Background: an optimization exercise with open tools, aiming at small area, a short achievable clock period and few clock cycles per item. Do not read the settings as production practice.
In this exercise RTL edits were held to simulation tests only and were not proved equivalent to the original.
No activity file was given, so power comes from the tool's default toggle rates.

Setup of v6:
==> module fdf_datapath, before the edit <==
module fdf_datapath #(
	parameter int SEEN_DEPTH = fdf_pkg::SEEN_DEPTH_DEF,
	parameter int SEQ_BITS   = fdf_pkg::SEQ_BITS_DEF
) (
	input  wire logic                              clk,
	input  wire logic                              arst_n,
	input  wire logic                              cfg_we,
	input  wire logic [fdf_pkg::CFG_IDX_W-1:0]     cfg_index,
	input  wire logic [fdf_pkg::CFG_DATA_W-1:0]    cfg_wdata,
	input  wire logic                              start,
	input  wire fdf_pkg::fdf_in_t                  item,
	input  wire fdf_pkg::fdf_cmd_t                 cmd,
	output fdf_pkg::fdf_status_t                   status,
	output logic                                   result_valid,
	output fdf_pkg::fdf_out_t                      result
);
	localparam int NB = SEEN_DEPTH / 8;
	localparam int NP = (SEEN_DEPTH - 2) / 2;
	logic [fdf_pkg::ID_W-1:0]   node_id_q;
	logic [fdf_pkg::MASK_W-1:0] neighbor_q;
	logic                       neighbor_set_q;
	logic [SEQ_BITS-1:0]        seq1;
	logic                       v2_q;
	logic [fdf_pkg::ID_W-1:0]   sender2_q;
	logic [NP-1:0]              pair2_q;
	logic [1:0]                 top2_q;
	logic                       same2_q;
	logic                       shift2_q;
	logic [SEQ_BITS-1:0]        seq2_q;
	logic [fdf_pkg::DATA_W-1:0] data2_q;
	logic                       v3_q;
	logic                       nb3_q;
	logic                       hit3_q;
	logic [SEQ_BITS-1:0]        seq3_q;
	logic [fdf_pkg::DATA_W-1:0] data3_q;
	logic [SEQ_BITS-1:0]   seen_q [SEEN_DEPTH];
	logic [NB-1:0]         blk_full_q;
	logic [6:0]            part_q;
	logic [SEEN_DEPTH-1:0] valid;
	logic [SEEN_DEPTH-1:0] match1;
	logic [NP-1:0]         pair1;
	logic                  hit_low;
	logic                  same13;
	logic                  same23;
	logic                  hit_keep;
	logic                  hit_shift;
	logic [SEQ_BITS-1:0]   own_next_q;
	logic                  res_valid_q;
	fdf_pkg::fdf_verdict_t res_verdict_q;
	logic [fdf_pkg::ID_W-1:0] res_id_q;
	logic [SEQ_BITS-1:0]   res_seq_q;
	logic [fdf_pkg::DATA_W-1:0] res_data_q;
	logic fwd;
	assign seq1 = SEQ_BITS'(item.seq_in);
	assign fwd  = cmd.record;
	always_comb begin
		for (int e = 0; e < SEEN_DEPTH; e++) begin
			if (e < 8) begin
				valid[e] = blk_full_q[0] | ((e % 8 == 7) ? 1'b0 : part_q[e % 8]);
			end else begin
				valid[e] = blk_full_q[e / 8] |
					(blk_full_q[e / 8 - 1] & ((e % 8 == 7) ? 1'b0 : part_q[e % 8]));
			end
			match1[e] = (seen_q[e] == seq1) && valid[e];
		end
		for (int j = 0; j < NP; j++) begin
			pair1[j] = match1[2*j] | match1[2*j+1];
		end
	end
	assign same13 = (seq3_q == seq1);
	assign same23    = (seq3_q == seq2_q);
	assign hit_low   = |pair2_q;
	assign hit_keep  = hit_low | top2_q[0] | (shift2_q ? same2_q : top2_q[1]);
	assign hit_shift = hit_low | same23    | (shift2_q ? same2_q : top2_q[0]);
	assign status.valid    = v3_q;
	assign status.neighbor = nb3_q;
	assign status.hit      = hit3_q;
	always_ff @(posedge clk or negedge arst_n) begin
		if (!arst_n) begin
			node_id_q      <= '0;
			neighbor_set_q <= 1'b0;
		end else if (cfg_we) begin
			unique case (cfg_index)
				fdf_pkg::CFG_NODE_ID:       node_id_q      <= cfg_wdata[fdf_pkg::ID_W-1:0];
				fdf_pkg::CFG_NEIGHBOR_MASK: neighbor_set_q <= 1'b1;
				default: ;
			endcase
		end
	end
	always_ff @(posedge clk) begin
		if (cfg_we && cfg_index == fdf_pkg::CFG_NEIGHBOR_MASK) begin
			neighbor_q <= cfg_wdata;
		end
	end
	always_ff @(posedge clk or negedge arst_n) begin
		if (!arst_n) begin
			v2_q       <= 1'b0;
			v3_q       <= 1'b0;
			res_valid_q <= 1'b0;
			blk_full_q <= '0;
			part_q     <= '0;
			own_next_q <= SEQ_BITS'(1);
		end else begin
			v2_q <= start;
			v3_q <= v2_q;
			res_valid_q <= v3_q;
			if (fwd) begin
				own_next_q <= own_next_q + SEQ_BITS'(1);
				if (!blk_full_q[NB-1]) begin
					if (part_q[6]) begin
						part_q     <= '0;
						blk_full_q <= {blk_full_q[NB-2:0], 1'b1};
					end else begin
						part_q     <= {part_q[5:0], 1'b1};
					end
				end
			end
		end
	end
	always_ff @(posedge clk) begin
		sender2_q <= item.sender_id;
		pair2_q  <= pair1;
		top2_q   <= match1[SEEN_DEPTH-1:SEEN_DEPTH-2];
		same2_q  <= same13;
		shift2_q <= fwd;
		seq2_q   <= seq1;
		data2_q  <= item.payload_in;
		nb3_q    <= neighbor_set_q & neighbor_q[sender2_q];
		hit3_q   <= fwd ? hit_shift : hit_keep;
		seq3_q   <= seq2_q;
		data3_q  <= data2_q;
	end
	always_ff @(posedge clk) begin
		if (fwd) begin
			seen_q[0] <= seq3_q;
			for (int e = 1; e < SEEN_DEPTH; e++) begin
				seen_q[e] <= seen_q[e-1];
			end
		end
	end
	always_ff @(posedge clk) begin
		res_verdict_q <= cmd.verdict;
		res_id_q      <= node_id_q;
		res_seq_q     <= (cmd.verdict == fdf_pkg::VERDICT_FORWARD) ? own_next_q : '0;
		res_data_q    <= (cmd.verdict == fdf_pkg::VERDICT_FORWARD) ? data3_q : '0;
	end
	assign result_valid     = res_valid_q;
	assign result.verdict   = res_verdict_q;
	assign result.fwd_id    = res_id_q;
	assign result.fwd_seq   = res_seq_q;
	assign result.fwd_data  = res_data_q;
endmodule
export LEC_CHECK = 0
export CAP_MARGIN = 20
export CORE_MARGIN = 2
export CORE_UTILIZATION = 67
export CTS_CLUSTER_DIAMETER = 60
export CTS_CLUSTER_SIZE = 20
export PLACE_DENSITY = 0.72
export SETUP_SLACK_MARGIN = 2.5
export SLEW_MARGIN = 20
export TNS_END_PERCENT = 25
create_clock -name core_clock -period 4.5 [get_ports {clk}]
run.sh (not shown) runs the stock make flow with config.mk's settings and CLKGATE_MAP_FILE= SYNTH_SCRIPT=/design/flow/synth_recipe.tcl, a recipe that flattens the netlist after the stock synthesis.
Testbench counts of v6, summed over its fixed seeds: cycles 12,024, packets 12,000.
[inputs] v7 vs v6
--- a/flow/design.v
+++ b/flow/design.v
@@ -82,9 +82,9 @@
 	logic [fdf_pkg::MASK_W-1:0] neighbor_q;
 	logic                       neighbor_set_q;
 	logic [SEQ_BITS-1:0]        seq1;
 	logic                       v2_q;
-	logic [fdf_pkg::ID_W-1:0]   sender2_q;
+	logic                       nb2_q;
 	logic [NP-1:0]              pair2_q;
 	logic [1:0]                 top2_q;
 	logic                       same2_q;
 	logic                       shift2_q;
@@ -179,16 +179,16 @@
 			end
 		end
 	end
 	always_ff @(posedge clk) begin
-		sender2_q <= item.sender_id;
+		nb2_q    <= neighbor_set_q & neighbor_q[item.sender_id];
 		pair2_q  <= pair1;
 		top2_q   <= match1[SEEN_DEPTH-1:SEEN_DEPTH-2];
 		same2_q  <= same13;
 		shift2_q <= fwd;
 		seq2_q   <= seq1;
 		data2_q  <= item.payload_in;
-		nb3_q    <= neighbor_set_q & neighbor_q[sender2_q];
+		nb3_q    <= nb2_q;
 		hit3_q   <= fwd ? hit_shift : hit_keep;
 		seq3_q   <= seq2_q;
 		data3_q  <= data2_q;
 	end
Notes after the runs:
- Routed via count divided by cell count went down slightly going from v6 to v7.
- Going from v6 to v7, maximum frequency from static timing analysis grew slightly.
- v7 against v6: power lost 150 µW, worst relative slew slack saw an increase, total power density per cell area shrank by 1.5 nW/µm².
- Against v6, v7 reports a clock sink count that is lower.
- Relative to v6, count of buffer and inverter cells on the critical path has increased by 1 in v7.
- Lower non-clock buffer instance count of the final layout was reported by v7, not v6.
- v7 and v6 ended up with roughly the same cell area after synthesis.
- On internal power consumption, v7 and v6 are neck and neck.
- v7 vs v6: count of clock-buffer cells in the layout down by a few percent
- v7 vs. v6: number of flip-flops and latches has decreased; post-synthesis to final-layout area growth has remained practically unchanged.
- [v7 vs v6] count of vias placed by the detailed router: lower in v7
Testbench counts of v7, summed over its fixed seeds: cycles 12,024, packets 12,000.

[static timing again, ports no longer ideal]
Ports are ideal in the flow. The routed layouts listed here were re-timed in OpenROAD. Step 1 assumes that a clkbuf_16 drives the clock port and a buf_2 every other input. Step 2 adds t to the input delays and takes it off the output delays; t is the mean of the earliest and latest rising clock arrival at the registers after step 1. Input paths then give back, and output paths get back, about the clock's delay inside the block. a / b / c = no drivers / after step 1 / after step 2; a / b = the first two.
run	t (ns)	setup WS [ns]	clock arrival spread, ns	worst register clock-pin slew, ns	worst data-port slew with drivers (ns)
v6	0.708	2.403 / 2.341 / 1.779	0.030 / 0.030	0.09 / 0.09	0.07
v7	0.715	2.442 / 2.400 / 1.773	0.030 / 0.030	0.09 / 0.09	0.09
After both steps every run listed still meets setup and hold. The setup slack of v7, which loses most, moves by -0.042 ns with the drivers and by -0.669 ns with both steps.
